Context: an optimization exercise on an open-source flow, tuned for small area. The choices shown serve that exercise and are no tape-out recipe. In this exercise RTL edits were held to simulation tests only and were not proved equivalent to the original. Power is estimated from default activity; no workload was simulated.

==> flow/design.v <==
package rvvi_trace_pkg;
    function automatic integer rec_w(input int ilen, input int xlen);
        rec_w = 4 * xlen + ilen + 39;
    endfunction
    localparam int X_WDATA_LSB = 0;
    function automatic integer x_wb_lsb(input int xlen);
        x_wb_lsb = xlen;
    endfunction
    function automatic integer mode_lsb(input int xlen);
        mode_lsb = xlen + 32;
    endfunction
    function automatic integer halt_lsb(input int xlen);
        halt_lsb = xlen + 34;
    endfunction
    function automatic integer trap_lsb(input int xlen);
        trap_lsb = xlen + 35;
    endfunction
    function automatic integer isize_lsb(input int xlen);
        isize_lsb = xlen + 36;
    endfunction
    function automatic integer insn_lsb(input int xlen);
        insn_lsb = xlen + 39;
    endfunction
    function automatic integer pc_wdata_lsb(input int ilen, input int xlen);
        pc_wdata_lsb = xlen + 39 + ilen;
    endfunction
    function automatic integer pc_rdata_lsb(input int ilen, input int xlen);
        pc_rdata_lsb = 2 * xlen + 39 + ilen;
    endfunction
    function automatic integer order_lsb(input int ilen, input int xlen);
        order_lsb = 3 * xlen + 39 + ilen;
    endfunction
    function automatic integer hart_w(input int nhart);
        hart_w = (nhart > 1) ? $clog2(nhart) : 1;
    endfunction
endpackage
module rvvi_retire_hart_fifo
#(
    parameter int ILEN  = 32,
    parameter int XLEN  = 32,
    parameter int NRET  = 2,
    parameter int DEPTH = 8
) (
    input  logic                                                 clk,
    input  logic                                                 rst_n,
    input  logic                                                 clr_err,
    input  logic [NRET-1:0]                                      ret_valid,
    input  logic [NRET*rvvi_trace_pkg::rec_w(ILEN, XLEN)-1:0]    ret_rec,
    input  logic                                                 pop,
    input  logic [DEPTH-1:0]                                     rd_oh,       
    output logic [$clog2(DEPTH)-1:0]                             rd_ptr_n,    
    output logic                                                 elig_n,      
    output logic [rvvi_trace_pkg::rec_w(ILEN, XLEN)-1:0]         head,
    output logic                                                 ovf,
    output logic                                                 order_err
);
    localparam int REC_W     = rvvi_trace_pkg::rec_w(ILEN, XLEN);
    localparam int ORDER_LSB = rvvi_trace_pkg::order_lsb(ILEN, XLEN);
    localparam int PW        = $clog2(DEPTH);
    localparam int CW        = $clog2(DEPTH + 1);
    logic [REC_W-1:0] r_mem [DEPTH];
    logic [PW-1:0]    r_wr_ptr;
    logic [PW-1:0]    r_rd_ptr;
    logic [CW-1:0]    r_count;
    logic             r_synced;
    logic [XLEN-1:0]  r_last;        
    logic             r_ovf;
    logic             r_order_err;
    logic             v0, v1;
    logic [REC_W-1:0] rec0, rec1;
    logic [XLEN-1:0]  o0, o1;
    logic             w_accept;
    logic             w_drop;
    logic             w_syn;
    logic             w_gap;
    logic [PW-1:0]    w_wp1;
    logic [DEPTH-1:0] w_we;
    logic [REC_W-1:0] w_d_even, w_d_odd;
    logic             w_s0_even, w_s1_even, w_s0_odd, w_s1_odd;
    logic [CW-1:0]    w_count_n;
    assign v0   = ret_valid[0];
    assign v1   = ret_valid[1];
    assign rec0 = ret_rec[0 +: REC_W];
    assign rec1 = ret_rec[REC_W +: REC_W];
    assign o0   = rec0[ORDER_LSB +: XLEN];
    assign o1   = rec1[ORDER_LSB +: XLEN];
    assign w_accept = (v0 || v1) && ((v0 && v1) ? (r_count <= CW'(DEPTH - 2)) : (r_count != CW'(DEPTH)));
    assign w_drop   = (v0 || v1) && !w_accept;
    assign w_syn = r_synced && !clr_err;
    assign w_gap = w_accept && ((w_syn && ((v0 ? o0 : o1) != r_last + XLEN'(1))) ||
                                (v0 && v1 && (o1 != o0 + XLEN'(1))));
    assign w_wp1 = r_wr_ptr + PW'(v0);
    for (genvar i = 0; i < DEPTH; i++) begin : g_we
        assign w_we[i] = w_accept && ((v0 && r_wr_ptr == PW'(i)) || (v1 && w_wp1 == PW'(i)));
    end
    assign w_s0_even = v0 && !r_wr_ptr[0];
    assign w_s1_even = v1 && (v0 ? r_wr_ptr[0] : !r_wr_ptr[0]);
    assign w_s0_odd  = v0 && r_wr_ptr[0];
    assign w_s1_odd  = v1 && (v0 ? !r_wr_ptr[0] : r_wr_ptr[0]);
    assign w_d_even  = ({REC_W{w_s0_even}} & rec0) | ({REC_W{w_s1_even}} & rec1);
    assign w_d_odd   = ({REC_W{w_s0_odd}}  & rec0) | ({REC_W{w_s1_odd}}  & rec1);
    assign w_count_n = r_count + (w_accept ? CW'(v0) + CW'(v1) : '0) - CW'(pop);
    assign rd_ptr_n  = r_rd_ptr + PW'(pop);
    assign elig_n    = (w_count_n != '0);
    always_ff @(posedge clk or negedge rst_n) begin
        if (!rst_n) begin
            r_wr_ptr    <= '0;
            r_rd_ptr    <= '0;
            r_count     <= '0;
            r_synced    <= 1'b0;
            r_ovf       <= 1'b0;
            r_order_err <= 1'b0;
        end else begin
            if (w_accept) begin
                r_wr_ptr <= r_wr_ptr + PW'(v0) + PW'(v1);
            end
            r_rd_ptr    <= rd_ptr_n;
            r_count     <= w_count_n;
            r_synced    <= w_syn || w_accept;
            r_ovf       <= !clr_err && (r_ovf || w_drop);
            r_order_err <= !clr_err && (r_order_err || w_gap);
        end
    end
    always_ff @(posedge clk) begin
        if (w_accept) begin
            r_last <= v1 ? o1 : o0;
        end
    end
    for (genvar i = 0; i < DEPTH; i++) begin : g_mem
        always_ff @(posedge clk) begin
            if (w_we[i]) begin
                r_mem[i] <= ~((i % 2 == 0) ? w_d_even : w_d_odd);
            end
        end
    end
    always_comb begin
        head = '0;
        for (int i = 0; i < DEPTH; i++) begin
            head = head | ({REC_W{rd_oh[i]}} & ~r_mem[i]);
        end
    end
    assign ovf       = r_ovf;
    assign order_err = r_order_err;
endmodule
module rvvi_retire_buffer
#(
    parameter int ILEN  = 32,
    parameter int XLEN  = 32,
    parameter int NHART = 2,
    parameter int NRET  = 2,
    parameter int DEPTH = 8
) (
    input  logic                                      clk,
    input  logic                                      rst_n,
    input  logic [NHART*NRET-1:0]                     ret_valid,
    input  logic [NHART*NRET*rvvi_trace_pkg::rec_w(ILEN, XLEN)-1:0]   ret_rec,
    output logic                                      out_valid,
    input  logic                                      out_ready,
    output logic [rvvi_trace_pkg::hart_w(NHART)-1:0]                  out_hart,
    output logic [rvvi_trace_pkg::rec_w(ILEN, XLEN)-1:0]              out_rec,
    output logic [NHART-1:0]                          ovf,
    output logic [NHART-1:0]                          order_err,
    input  logic                                      clr_err
);
    localparam int REC_W = rvvi_trace_pkg::rec_w(ILEN, XLEN);
    localparam int PW    = $clog2(DEPTH);
    logic [REC_W-1:0] w_head   [2];
    logic [PW-1:0]    w_rd_ptr_n [2];
    logic [1:0]       w_elig_n;
    logic [1:0]       w_pop;
    logic             w_rr_n;
    logic             w_hold_n;
    logic             w_arb_n;
    logic             w_sel_n;
    logic             w_valid_n;
    logic             r_rr;
    logic             r_sel;      
    logic             r_valid;    
    logic [DEPTH-1:0] r_rd_oh  [2];
    for (genvar h = 0; h < 2; h++) begin : g_hart
        rvvi_retire_hart_fifo #(
            .ILEN  (ILEN),
            .XLEN  (XLEN),
            .NRET  (NRET),
            .DEPTH (DEPTH)
        ) u_fifo (
            .clk       (clk),
            .rst_n     (rst_n),
            .clr_err   (clr_err),
            .ret_valid (ret_valid[h*NRET +: NRET]),
            .ret_rec   (ret_rec[h*NRET*REC_W +: NRET*REC_W]),
            .pop       (w_pop[h]),
            .rd_oh     (r_rd_oh[h]),
            .rd_ptr_n  (w_rd_ptr_n[h]),
            .elig_n    (w_elig_n[h]),
            .head      (w_head[h]),
            .ovf       (ovf[h]),
            .order_err (order_err[h])
        );
    end
    assign w_pop[0] = r_valid && !r_sel && out_ready;
    assign w_pop[1] = r_sel && out_ready;
    assign w_hold_n  = r_valid && !out_ready;
    assign w_rr_n    = (r_valid && out_ready) ? !r_sel : r_rr;
    assign w_arb_n   = w_elig_n[1] && (w_rr_n || !w_elig_n[0]);
    assign w_sel_n   = w_hold_n ? r_sel : w_arb_n;
    assign w_valid_n = |w_elig_n;
    always_ff @(posedge clk or negedge rst_n) begin
        if (!rst_n) begin
            r_rr       <= 1'b0;
            r_sel      <= 1'b0;
            r_valid    <= 1'b0;
            r_rd_oh[0] <= '0;
            r_rd_oh[1] <= '0;
        end else begin
            r_rr    <= w_rr_n;
            r_sel   <= w_sel_n;
            r_valid <= w_valid_n;
            for (int i = 0; i < DEPTH; i++) begin
                r_rd_oh[0][i] <= w_valid_n && !w_sel_n && (w_rd_ptr_n[0] == PW'(i));
                r_rd_oh[1][i] <= w_sel_n && (w_rd_ptr_n[1] == PW'(i));
            end
        end
    end
    assign out_valid = r_valid;
    assign out_hart  = r_sel;
    assign out_rec   = w_head[0] | w_head[1];
endmodule
==> flow/config.mk <==
export PLATFORM = sky130hd
export DESIGN_NAME = rvvi_retire_buffer
export DESIGN_NICKNAME = rvvi_retire_buffer
export VERILOG_FILES = /design/flow/design.v
export SDC_FILE = /design/flow/constraint.sdc
export NUM_CORES = 4
export LEC_CHECK = 0
export CAP_MARGIN = 20
export CORE_MARGIN = 2
export CORE_UTILIZATION = 70
export CTS_BUF_LIST = sky130_fd_sc_hd__clkbuf_4 sky130_fd_sc_hd__clkbuf_8
export PLACE_DENSITY = 0.8
export SLEW_MARGIN = 20
==> flow/constraint.sdc <==
create_clock -name core_clock -period 7.0 [get_ports {clk}]
set_input_delay 1.4000 -clock core_clock [delete_from_list [all_inputs] [get_ports {clk}]]
set_output_delay 1.4000 -clock core_clock [all_outputs]
set_load 0.01 [all_outputs]
standard.sh (not shown) runs the stock make flow with config.mk's settings and CLKGATE_MAP_FILE= SYNTH_SCRIPT=/design/flow/synth_recipe.tcl, a recipe that flattens the netlist after the stock synthesis.
==> flow/flow/run.sh <==
#!/bin/bash
# Standard ORFS layout; port buffers use the smallest buffer, CTS uses small leaf clusters (18 sinks, 55 um) without dummy loads.
set -euo pipefail
bash standard.sh "BUFFER_PORTS_ARGS=-buffer_cell sky130_fd_sc_hd__buf_1" \
  "CTS_ARGS=-sink_clustering_enable -repair_clock_nets -dont_use_dummy_load -buf_list {sky130_fd_sc_hd__clkbuf_4 sky130_fd_sc_hd__clkbuf_8} -sink_clustering_size 18 -sink_clustering_max_diameter 55" \
  finish > standard.log 2>&1
Change:
==> flow/flow/run.sh (replaced) <==
#!/bin/bash
# Standard ORFS layout; port buffers use the smallest buffer, CTS uses small leaf clusters (16 sinks, 55 um) without dummy loads.
set -euo pipefail
bash standard.sh "BUFFER_PORTS_ARGS=-buffer_cell sky130_fd_sc_hd__buf_1" \
  "CTS_ARGS=-sink_clustering_enable -repair_clock_nets -dont_use_dummy_load -buf_list {sky130_fd_sc_hd__clkbuf_4 sky130_fd_sc_hd__clkbuf_8} -sink_clustering_size 16 -sink_clustering_max_diameter 55" \
  finish > standard.log 2>&1
- setup slack improves by 0.024 ns
- combinational power barely changes
- global-route usage hardly moves
- worst hold slack degrades by 0.048 ns

what the ideal ports hide:
How much do the figures lean on ideal ports? The routed layouts below were timed once more, with nothing changed but the port constraints.
Step 1 sets driving cells, clkbuf_16 on the clock port and buf_2 on the other inputs (assumed; they add their load-dependent delay and slew).
Step 2 times the ports against the registers' clock, not the clock port: input delays grow and output delays shrink by t, the midpoint of the rising clock arrivals with the driver on.
a / b / c = ideal / step 1 / step 2; a / b = the first two.
run	shift t [ns]	slack for setup (ns)	clock arrival spread, ns
the first run	1.083	1.317 / 1.222 / 0.530	0.125 / 0.125
the second run	1.118	1.341 / 1.247 / 0.581	0.110 / 0.110
After both steps setup and hold are still met in every run listed. For the first run, which loses most, drivers alone change the setup slack by -0.095 ns; drivers and shift together by -0.787 ns.
